This is an optimization exercise on Yosys and OpenROAD, whose aim is small area, a short achievable clock period and few clock cycles, not a production implementation.
RTL that was checked went through simulation tests only; none was proved equivalent to the original.
Power is estimated from default activity; no workload was simulated.

job 101:
==> module ppcrp_classify, before the edit <==
module ppcrp_classify (
	input  ppcrp_pkg::slot_t slot,
	input  logic [15:0]      small_base,
	output ppcrp_pkg::cmd_t  cmd
);
	logic        far;
	logic        far_rel;
	logic        far_abs;
	logic [31:0] d;
	logic [31:0] nb;
	logic [31:0] x;
	logic [31:0] o;
	logic [31:0] n;
	logic [32:0] dc;
	logic [15:0] hw;
	logic [15:0] sda;
	logic [15:0] ha;
	logic [31:0] mask;
	logic [31:0] oldw;
	logic [31:0] keep;
	logic [31:0] near_data;
	logic [31:0] other_data;
	logic        c15;
	logic        c25;
	logic        z14;
	logic        o14;
	logic        z24;
	logic        o24;
	logic        in14;
	logic        in24;
	always_comb begin
		nb   = ~slot.p;
		dc   = ppcrp_pkg::sk_carry(slot.sa, nb, 1'b1);
		d    = slot.sa ^ nb ^ dc[31:0];
		x    = slot.sa ^ nb;
		o    = slot.sa | nb;
		n    = slot.sa & nb;
		c15  = dc[15];
		c25  = dc[25];
		z14  = &(x[31:16] ~^ o[30:15]);
		o14  = &(x[31:16] ^ n[30:15]);
		z24  = &(x[31:26] ~^ o[30:25]);
		o24  = &(x[31:26] ^ n[30:25]);
		in14 = (x[15] ^ c15) ? o14 : z14;
		in24 = (x[25] ^ c25) ? o24 : z24;
		far_rel = slot.is14 ? !in14 : !in24;
		far_abs = slot.is14 ? (|slot.sa[31:16]) : (|slot.sa[31:26]);
		far     = slot.rel ? far_rel : far_abs;
		sda  = slot.sa[15:0] - small_base;
		ha   = slot.sa[31:16] + {15'd0, slot.sa[15]};
		mask = slot.is14 ? ppcrp_pkg::MASK14 : ppcrp_pkg::MASK24;
		oldw = {slot.old[17:2], 14'd0, slot.old[1:0]};
		keep = oldw & ~mask;
		case (slot.hsel)
			2'd0:    hw = slot.sa[15:0];
			2'd1:    hw = slot.sa[31:16];
			2'd2:    hw = ha;
			default: hw = sda;
		endcase
		near_data = keep | ((slot.rel ? d : slot.sa) & mask);
		if (slot.a32) begin
			other_data = slot.sa;
		end else if (slot.r32) begin
			other_data = d;
		end else if (slot.half) begin
			other_data = {16'd0, hw};
		end else begin
			other_data = near_data;
		end
		cmd.far    = 1'b0;
		cmd.rel    = slot.rel;
		cmd.is14   = slot.is14;
		cmd.add    = slot.add;
		cmd.status = ppcrp_pkg::ST_OK;
		cmd.size   = ppcrp_pkg::SZ_NONE;
		cmd.addr   = slot.p;
		cmd.target = slot.sa;
		cmd.data   = other_data;
		if (!(slot.a32 || slot.r32 || slot.half || slot.br || slot.none)) begin
			cmd.status = ppcrp_pkg::ST_UNSUP;
		end else if (slot.sizing) begin
			if (slot.br) begin
				cmd.status = slot.base0 ? ppcrp_pkg::ST_CACHE
				           : far ? ppcrp_pkg::ST_ADD : ppcrp_pkg::ST_OK;
			end
		end else if (slot.a32 || slot.r32 || (slot.br && !far)) begin
			cmd.size = ppcrp_pkg::SZ_WORD;
		end else if (slot.half) begin
			cmd.size = ppcrp_pkg::SZ_HALF;
		end else if (slot.br) begin
			cmd.far  = 1'b1;
			cmd.size = ppcrp_pkg::SZ_WORD;
		end
	end
endmodule
==> module ppcrp_queue, before the edit <==
module ppcrp_queue (
	input  logic            clk,
	input  logic            arst_n,
	input  logic            push,
	output logic            full,
	input  ppcrp_pkg::cmd_t wdata,
	input  logic [31:0]     tnext,
	input  logic            room,
	input  logic            pop,
	output logic            empty,
	output ppcrp_pkg::cmd_t head,
	output logic [3:0]      vword,
	output logic            vany,
	output logic            noroom,
	output logic            normal,
	output logic            wr,
	output logic            ven_pop
);
	logic            valid_q;
	logic [3:0]      v_q;       
	logic            vany_q;    
	logic            nor_q;     
	logic            norm_q;    
	logic            wr_q;      
	ppcrp_pkg::cmd_t cmd_q;
	logic            last_pop;
	logic            accept;
	logic            ven_load;
	logic            fix1_q;
	logic            fix2_q;
	logic [31:0]     fx;
	logic [31:0]     mask;
	logic [31:0]     f;
	logic [31:0]     fixed;
	assign empty    = !valid_q;
	assign last_pop = valid_q && !vany_q && pop;
	assign ven_pop  = valid_q && vany_q && pop;
	assign full     = valid_q && !last_pop;
	assign accept   = push && !full;
	assign head     = cmd_q;
	assign vword    = v_q;
	assign vany     = vany_q;
	assign noroom   = nor_q;
	assign normal   = norm_q;
	assign wr       = wr_q;
	assign ven_load = wdata.far && room;
	always_comb begin
		mask  = cmd_q.is14 ? ppcrp_pkg::MASK14 : ppcrp_pkg::MASK24;
		fx    = fix1_q ? tnext : (cmd_q.rel ? ~cmd_q.addr : 32'd0);
		f     = ppcrp_pkg::sk_add(fx, {6'd0, cmd_q.add}, !fix1_q && cmd_q.rel);
		fixed = (cmd_q.data & ~mask) | (f & mask);
	end
	always_ff @(posedge clk or negedge arst_n) begin
		if (!arst_n) begin
			valid_q <= 1'b0;
			v_q     <= 4'd0;
			vany_q  <= 1'b0;
			nor_q   <= 1'b0;
			norm_q  <= 1'b0;
			wr_q    <= 1'b0;
			fix1_q  <= 1'b0;
			fix2_q  <= 1'b0;
		end else begin
			fix1_q <= accept && ven_load;
			fix2_q <= fix1_q;
			if (accept) begin
				valid_q <= 1'b1;
				v_q     <= {3'd0, ven_load};
				vany_q  <= ven_load;
				nor_q   <= wdata.far && !room;
				norm_q  <= !wdata.far;
				wr_q    <= !wdata.far && (wdata.size != ppcrp_pkg::SZ_NONE);
			end else if (last_pop) begin
				valid_q <= 1'b0;
			end else if (ven_pop) begin
				v_q    <= {v_q[2:0], 1'b0};
				if (v_q[3]) begin
					vany_q <= 1'b0;
					norm_q <= 1'b1;
					wr_q   <= 1'b1;
				end
			end
		end
	end
	always_ff @(posedge clk) begin
		if (accept) begin
			cmd_q <= wdata;
		end
		if (accept || fix1_q) begin
			cmd_q.add <= fix1_q ? f[25:0] : wdata.add;
		end
		if (accept || fix2_q) begin
			cmd_q.data <= fix2_q ? fixed : wdata.data;
		end
	end
endmodule
clock: 6.0 ns
lec_check: 0
abc_area: 1
cap_margin: 20
core_margin: 2
core_utilization: 40
setup_slack_margin: 2.8
slew_margin: 20
standard.sh (not shown) runs the stock make flow with config.mk's settings and CLKGATE_MAP_FILE= SYNTH_SCRIPT=/design/flow/synth_recipe.tcl, a recipe that flattens the netlist after the stock synthesis.
==> flow/flow/run.sh <==
#!/bin/bash
# Standard layout with smaller port buffers. Each ORFS step keeps its own
# log under orfs/logs; make's output goes to flow.log.
set -o pipefail
bash standard.sh \
	BUFFER_PORTS_ARGS="-buffer_cell sky130_fd_sc_hd__buf_2" \
	finish > flow.log 2>&1
diff inputs: job 101 => job 102
==> flow/design.v, changed modules only <==
module ppcrp_classify (
	input  ppcrp_pkg::slot_t slot,
	input  logic [15:0]      small_base,
	output ppcrp_pkg::cmd_t  cmd
);
	logic        far;
	logic        far_rel;
	logic        far_abs;
	logic [31:0] d;
	logic [31:0] adj;
	logic [31:0] nb;
	logic [31:0] x;
	logic [31:0] o;
	logic [31:0] n;
	logic [32:0] dc;
	logic [15:0] hw;
	logic [15:0] sda;
	logic [15:0] ha;
	logic [31:0] mask;
	logic [31:0] oldw;
	logic [31:0] keep;
	logic [31:0] near_data;
	logic [31:0] other_data;
	logic        c15;
	logic        c25;
	logic        z14;
	logic        o14;
	logic        z24;
	logic        o24;
	logic        in14;
	logic        in24;
	always_comb begin
		nb   = ~slot.p;
		dc   = ppcrp_pkg::sk_carry(slot.sa, nb, 1'b1);
		d    = slot.sa ^ nb ^ dc[31:0];
		x    = slot.sa ^ nb;
		o    = slot.sa | nb;
		n    = slot.sa & nb;
		c15  = dc[15];
		c25  = dc[25];
		z14  = &(x[31:16] ~^ o[30:15]);
		o14  = &(x[31:16] ^ n[30:15]);
		z24  = &(x[31:26] ~^ o[30:25]);
		o24  = &(x[31:26] ^ n[30:25]);
		in14 = (x[15] ^ c15) ? o14 : z14;
		in24 = (x[25] ^ c25) ? o24 : z24;
		far_rel = slot.is14 ? !in14 : !in24;
		far_abs = slot.is14 ? (|slot.sa[31:16]) : (|slot.sa[31:26]);
		far     = slot.rel ? far_rel : far_abs;
		adj     = ppcrp_pkg::sk_add({6'd0, slot.add}, slot.rel ? nb : 32'd0, slot.rel);
		sda  = slot.sa[15:0] - small_base;
		ha   = slot.sa[31:16] + {15'd0, slot.sa[15]};
		mask = slot.is14 ? ppcrp_pkg::MASK14 : ppcrp_pkg::MASK24;
		oldw = {slot.old[17:2], 14'd0, slot.old[1:0]};
		keep = oldw & ~mask;
		case (slot.hsel)
			2'd0:    hw = slot.sa[15:0];
			2'd1:    hw = slot.sa[31:16];
			2'd2:    hw = ha;
			default: hw = sda;
		endcase
		near_data = keep | ((slot.rel ? d : slot.sa) & mask);
		if (slot.a32) begin
			other_data = slot.sa;
		end else if (slot.r32) begin
			other_data = d;
		end else if (slot.half) begin
			other_data = {16'd0, hw};
		end else begin
			other_data = near_data;
		end
		cmd.far    = 1'b0;
		cmd.rel    = slot.rel;
		cmd.is14   = slot.is14;
		cmd.add    = adj[25:0];
		cmd.status = ppcrp_pkg::ST_OK;
		cmd.size   = ppcrp_pkg::SZ_NONE;
		cmd.addr   = slot.p;
		cmd.target = slot.sa;
		cmd.data   = other_data;
		if (!(slot.a32 || slot.r32 || slot.half || slot.br || slot.none)) begin
			cmd.status = ppcrp_pkg::ST_UNSUP;
		end else if (slot.sizing) begin
			if (slot.br) begin
				cmd.status = slot.base0 ? ppcrp_pkg::ST_CACHE
				           : far ? ppcrp_pkg::ST_ADD : ppcrp_pkg::ST_OK;
			end
		end else if (slot.a32 || slot.r32 || (slot.br && !far)) begin
			cmd.size = ppcrp_pkg::SZ_WORD;
		end else if (slot.half) begin
			cmd.size = ppcrp_pkg::SZ_HALF;
		end else if (slot.br) begin
			cmd.far  = 1'b1;
			cmd.size = ppcrp_pkg::SZ_WORD;
		end
	end
endmodule
module ppcrp_queue (
	input  logic            clk,
	input  logic            arst_n,
	input  logic            push,
	output logic            full,
	input  ppcrp_pkg::cmd_t wdata,
	input  logic [31:0]     tnext,
	input  logic            room,
	input  logic            pop,
	output logic            empty,
	output ppcrp_pkg::cmd_t head,
	output logic [3:0]      vword,
	output logic            vany,
	output logic            noroom,
	output logic            normal,
	output logic            wr,
	output logic            ven_pop
);
	logic            valid_q;
	logic [3:0]      v_q;       
	logic            vany_q;    
	logic            nor_q;     
	logic            norm_q;    
	logic            wr_q;      
	ppcrp_pkg::cmd_t cmd_q;
	logic            last_pop;
	logic            accept;
	logic            ven_load;
	logic            fix_q;
	logic [31:0]     mask;
	logic [31:0]     f;
	logic [31:0]     fixed;
	assign empty    = !valid_q;
	assign last_pop = valid_q && !vany_q && pop;
	assign ven_pop  = valid_q && vany_q && pop;
	assign full     = valid_q && !last_pop;
	assign accept   = push && !full;
	assign head     = cmd_q;
	assign vword    = v_q;
	assign vany     = vany_q;
	assign noroom   = nor_q;
	assign normal   = norm_q;
	assign wr       = wr_q;
	assign ven_load = wdata.far && room;
	always_comb begin
		mask  = cmd_q.is14 ? ppcrp_pkg::MASK14 : ppcrp_pkg::MASK24;
		f     = ppcrp_pkg::sk_add(tnext, {6'd0, cmd_q.add}, 1'b0);
		fixed = (cmd_q.data & ~mask) | (f & mask);
	end
	always_ff @(posedge clk or negedge arst_n) begin
		if (!arst_n) begin
			valid_q <= 1'b0;
			v_q     <= 4'd0;
			vany_q  <= 1'b0;
			nor_q   <= 1'b0;
			norm_q  <= 1'b0;
			wr_q    <= 1'b0;
			fix_q   <= 1'b0;
		end else begin
			fix_q <= accept && ven_load;
			if (accept) begin
				valid_q <= 1'b1;
				v_q     <= {3'd0, ven_load};
				vany_q  <= ven_load;
				nor_q   <= wdata.far && !room;
				norm_q  <= !wdata.far;
				wr_q    <= !wdata.far && (wdata.size != ppcrp_pkg::SZ_NONE);
			end else if (last_pop) begin
				valid_q <= 1'b0;
			end else if (ven_pop) begin
				v_q    <= {v_q[2:0], 1'b0};
				if (v_q[3]) begin
					vany_q <= 1'b0;
					norm_q <= 1'b1;
					wr_q   <= 1'b1;
				end
			end
		end
	end
	always_ff @(posedge clk) begin
		if (accept) begin
			cmd_q <= wdata;
		end
		if (accept || fix_q) begin
			cmd_q.data <= fix_q ? fixed : wdata.data;
		end
	end
endmodule
--- outcome ---
Job 102 finished all stages; the layout is clean.
Looking at number of optimization iterations in the first detailed-route pass, job 102 sits 1 above job 101.
Job 102 against job 101: area added between synthesis and finish moved down; part of the power in combinational logic moved up.
From job 101 to job 102 the numbers moved as follows: core utilization down 0.33 points, global-route usage over all layers down 0.15 points.
[compare] base=job 101 new=job 102: initial antenna violation count now sits higher; total design power grew by 47%; minimum setup slack after placement increased 0.046 ns; CTS sink count went down; fraction of area in registers now sits lower.
Compared to job 101, the routing of job 102 uses more wire.
Testbench counts of job 102, summed over its fixed seeds: cycles 24,672.
Function not checked in job 101: the RTL went through the layout flow alone.

========
## tundra
RTL: one of the versions met above, not the one the previous note started from.
Size: ~2200 cells after synthesis, ~340 flip-flops, about 280 I/O pins, about 0.023 sq mm of cells after synthesis.
==> module ppcrp_classify, before the edit <==
module ppcrp_classify (
	input  ppcrp_pkg::slot_t slot,
	input  logic [15:0]      small_base,
	output ppcrp_pkg::cmd_t  cmd
);
	logic        far;
	logic        far_rel;
	logic        far_abs;
	logic [31:0] d;
	logic [31:0] adj;
	logic [31:0] nb;
	logic [31:0] x;
	logic [31:0] o;
	logic [31:0] n;
	logic [32:0] dc;
	logic [15:0] hw;
	logic [15:0] sda;
	logic [15:0] ha;
	logic [31:0] mask;
	logic [31:0] oldw;
	logic [31:0] keep;
	logic [31:0] near_data;
	logic [31:0] other_data;
	logic        c15;
	logic        c25;
	logic        z14;
	logic        o14;
	logic        z24;
	logic        o24;
	logic        in14;
	logic        in24;
	always_comb begin
		nb   = ~slot.p;
		dc   = ppcrp_pkg::sk_carry(slot.sa, nb, 1'b1);
		d    = slot.sa ^ nb ^ dc[31:0];
		x    = slot.sa ^ nb;
		o    = slot.sa | nb;
		n    = slot.sa & nb;
		c15  = dc[15];
		c25  = dc[25];
		z14  = &(x[31:16] ~^ o[30:15]);
		o14  = &(x[31:16] ^ n[30:15]);
		z24  = &(x[31:26] ~^ o[30:25]);
		o24  = &(x[31:26] ^ n[30:25]);
		in14 = (x[15] ^ c15) ? o14 : z14;
		in24 = (x[25] ^ c25) ? o24 : z24;
		far_rel = slot.is14 ? !in14 : !in24;
		far_abs = slot.is14 ? (|slot.sa[31:16]) : (|slot.sa[31:26]);
		far     = slot.rel ? far_rel : far_abs;
		adj     = ppcrp_pkg::sk_add({6'd0, slot.add}, slot.rel ? nb : 32'd0, slot.rel);
		sda  = slot.sa[15:0] - small_base;
		ha   = slot.sa[31:16] + {15'd0, slot.sa[15]};
		mask = slot.is14 ? ppcrp_pkg::MASK14 : ppcrp_pkg::MASK24;
		oldw = {slot.old[17:2], 14'd0, slot.old[1:0]};
		keep = oldw & ~mask;
		case (slot.hsel)
			2'd0:    hw = slot.sa[15:0];
			2'd1:    hw = slot.sa[31:16];
			2'd2:    hw = ha;
			default: hw = sda;
		endcase
		near_data = keep | ((slot.rel ? d : slot.sa) & mask);
		if (slot.a32) begin
			other_data = slot.sa;
		end else if (slot.r32) begin
			other_data = d;
		end else if (slot.half) begin
			other_data = {16'd0, hw};
		end else begin
			other_data = near_data;
		end
		cmd.far    = 1'b0;
		cmd.rel    = slot.rel;
		cmd.is14   = slot.is14;
		cmd.add    = adj[25:0];
		cmd.status = ppcrp_pkg::ST_OK;
		cmd.size   = ppcrp_pkg::SZ_NONE;
		cmd.addr   = slot.p;
		cmd.target = slot.sa;
		cmd.data   = other_data;
		if (!(slot.a32 || slot.r32 || slot.half || slot.br || slot.none)) begin
			cmd.status = ppcrp_pkg::ST_UNSUP;
		end else if (slot.sizing) begin
			if (slot.br) begin
				cmd.status = slot.base0 ? ppcrp_pkg::ST_CACHE
				           : far ? ppcrp_pkg::ST_ADD : ppcrp_pkg::ST_OK;
			end
		end else if (slot.a32 || slot.r32 || (slot.br && !far)) begin
			cmd.size = ppcrp_pkg::SZ_WORD;
		end else if (slot.half) begin
			cmd.size = ppcrp_pkg::SZ_HALF;
		end else if (slot.br) begin
			cmd.far  = 1'b1;
			cmd.size = ppcrp_pkg::SZ_WORD;
		end
	end
endmodule
==> module ppcrp_queue, before the edit <==
module ppcrp_queue (
	input  logic            clk,
	input  logic            arst_n,
	input  logic            push,
	output logic            full,
	input  ppcrp_pkg::cmd_t wdata,
	input  logic [31:0]     tnext,
	input  logic            room,
	input  logic            pop,
	output logic            empty,
	output ppcrp_pkg::cmd_t head,
	output logic [3:0]      vword,
	output logic            vany,
	output logic            noroom,
	output logic            normal,
	output logic            wr,
	output logic            ven_pop
);
	logic            valid_q;
	logic [3:0]      v_q;       
	logic            vany_q;    
	logic            nor_q;     
	logic            norm_q;    
	logic            wr_q;      
	ppcrp_pkg::cmd_t cmd_q;
	logic            last_pop;
	logic            accept;
	logic            ven_load;
	logic            fix_q;
	logic [31:0]     mask;
	logic [31:0]     f;
	logic [31:0]     fixed;
	assign empty    = !valid_q;
	assign last_pop = valid_q && !vany_q && pop;
	assign ven_pop  = valid_q && vany_q && pop;
	assign full     = valid_q && !last_pop;
	assign accept   = push && !full;
	assign head     = cmd_q;
	assign vword    = v_q;
	assign vany     = vany_q;
	assign noroom   = nor_q;
	assign normal   = norm_q;
	assign wr       = wr_q;
	assign ven_load = wdata.far && room;
	always_comb begin
		mask  = cmd_q.is14 ? ppcrp_pkg::MASK14 : ppcrp_pkg::MASK24;
		f     = ppcrp_pkg::sk_add(tnext, {6'd0, cmd_q.add}, 1'b0);
		fixed = (cmd_q.data & ~mask) | (f & mask);
	end
	always_ff @(posedge clk or negedge arst_n) begin
		if (!arst_n) begin
			valid_q <= 1'b0;
			v_q     <= 4'd0;
			vany_q  <= 1'b0;
			nor_q   <= 1'b0;
			norm_q  <= 1'b0;
			wr_q    <= 1'b0;
			fix_q   <= 1'b0;
		end else begin
			fix_q <= accept && ven_load;
			if (accept) begin
				valid_q <= 1'b1;
				v_q     <= {3'd0, ven_load};
				vany_q  <= ven_load;
				nor_q   <= wdata.far && !room;
				norm_q  <= !wdata.far;
				wr_q    <= !wdata.far && (wdata.size != ppcrp_pkg::SZ_NONE);
			end else if (last_pop) begin
				valid_q <= 1'b0;
			end else if (ven_pop) begin
				v_q    <= {v_q[2:0], 1'b0};
				if (v_q[3]) begin
					vany_q <= 1'b0;
					norm_q <= 1'b1;
					wr_q   <= 1'b1;
				end
			end
		end
	end
	always_ff @(posedge clk) begin
		if (accept) begin
			cmd_q <= wdata;
		end
		if (accept || fix_q) begin
			cmd_q.data <= fix_q ? fixed : wdata.data;
		end
	end
endmodule
export LEC_CHECK = 0
export CAP_MARGIN = 20
export CORE_MARGIN = 2
export CORE_UTILIZATION = 40
export SETUP_SLACK_MARGIN = 2.5
export SLEW_MARGIN = 20
create_clock -name core_clock -period 6.0 [get_ports {clk}]
Scripts as last shown in full above: flow/flow/run.sh
Testbench counts of tundra, summed over its fixed seeds: cycles 24,672.
Input-level comparison between violet and tundra:
--- a/flow/design.v
+++ b/flow/design.v
@@ -171,9 +171,8 @@
 	logic        far;
 	logic        far_rel;
 	logic        far_abs;
 	logic [31:0] d;
-	logic [31:0] adj;
 	logic [31:0] nb;
 	logic [31:0] x;
 	logic [31:0] o;
 	logic [31:0] n;
@@ -211,9 +210,8 @@
 		in24 = (x[25] ^ c25) ? o24 : z24;
 		far_rel = slot.is14 ? !in14 : !in24;
 		far_abs = slot.is14 ? (|slot.sa[31:16]) : (|slot.sa[31:26]);
 		far     = slot.rel ? far_rel : far_abs;
-		adj     = ppcrp_pkg::sk_add({6'd0, slot.add}, slot.rel ? nb : 32'd0, slot.rel);
 		sda  = slot.sa[15:0] - small_base;
 		ha   = slot.sa[31:16] + {15'd0, slot.sa[15]};
 		mask = slot.is14 ? ppcrp_pkg::MASK14 : ppcrp_pkg::MASK24;
 		oldw = {slot.old[17:2], 14'd0, slot.old[1:0]};
@@ -236,9 +234,9 @@
 		end
 		cmd.far    = 1'b0;
 		cmd.rel    = slot.rel;
 		cmd.is14   = slot.is14;
-		cmd.add    = adj[25:0];
+		cmd.add    = slot.add;
 		cmd.status = ppcrp_pkg::ST_OK;
 		cmd.size   = ppcrp_pkg::SZ_NONE;
 		cmd.addr   = slot.p;
 		cmd.target = slot.sa;
@@ -289,8 +287,9 @@
 	logic            accept;
 	logic            ven_load;
 	logic            fix_q;
 	logic [31:0]     mask;
+	logic [63:0]     f1;
 	logic [31:0]     f;
 	logic [31:0]     fixed;
 	assign empty    = !valid_q;
 	assign last_pop = valid_q && !vany_q && pop;
@@ -305,9 +304,11 @@
 	assign wr       = wr_q;
 	assign ven_load = wdata.far && room;
 	always_comb begin
 		mask  = cmd_q.is14 ? ppcrp_pkg::MASK14 : ppcrp_pkg::MASK24;
-		f     = ppcrp_pkg::sk_add(tnext, {6'd0, cmd_q.add}, 1'b0);
+		f1    = ppcrp_pkg::csa(tnext, {6'd0, cmd_q.add},
+		                       cmd_q.rel ? ~cmd_q.addr : 32'd0, cmd_q.rel);
+		f     = ppcrp_pkg::sk_add(f1[63:32], f1[31:0], 1'b0);
 		fixed = (cmd_q.data & ~mask) | (f & mask);
 	end
 	always_ff @(posedge clk or negedge arst_n) begin
 		if (!arst_n) begin
### Flow results
- Compared with tundra, in violet total via count after detailed routing down about 3.4%, buffers inserted during post-CTS setup optimization rose by 4, number of clock-tree buffers in the layout moved up.
- Maximum fanout count along the critical path was lower in the run labelled tundra.
- Summary — worst setup slack, violet relative to tundra: lower, by 140 ps.
- Placed cell area for violet: 530 sq um down relative to tundra
- From tundra to violet the numbers moved as follows: initial cell density of the core comparable, sum of routed wire length over all layers now smaller.
Only the layout flow was run in violet; the RTL was not checked for function there.

## separate check: timing with driven ports
The flow's constraints put no driver on any port. The routed layouts listed below were extracted and timed again, unchanged, in two steps.
Step 1 assumes that a clkbuf_16 drives the clock port and a buf_2 every other input.
Step 2, shift: input delay + t, output delay - t, t = (earliest + latest rising clock arrival at the registers) / 2. This alone moves slack from input paths to output paths.
Slacks: ideal / step 1 / step 2; pairs: ideal / step 1.
| run | shift t [ns] | setup WS [ns] | clock arrival spread, ns | slew at the worst register clock pin (ns) |
|---|---|---|---|---|
| job 101 | 0.644 | 2.672 / 2.672 / 2.282 | 0.038 / 0.038 | 0.07 / 0.07 |
| job 102 | 0.635 | 2.857 / 2.849 / 2.292 | 0.015 / 0.015 | 0.07 / 0.07 |
| tundra | 0.623 | 2.417 / 2.417 / 2.110 | 0.022 / 0.023 | 0.06 / 0.06 |
| violet | 0.633 | 2.279 / 2.279 / 2.048 | 0.024 / 0.025 | 0.06 / 0.06 |
After both steps every run listed still meets setup and hold. For job 102, which loses most, drivers alone change the setup slack by -0.008 ns; drivers and shift together by -0.565 ns.
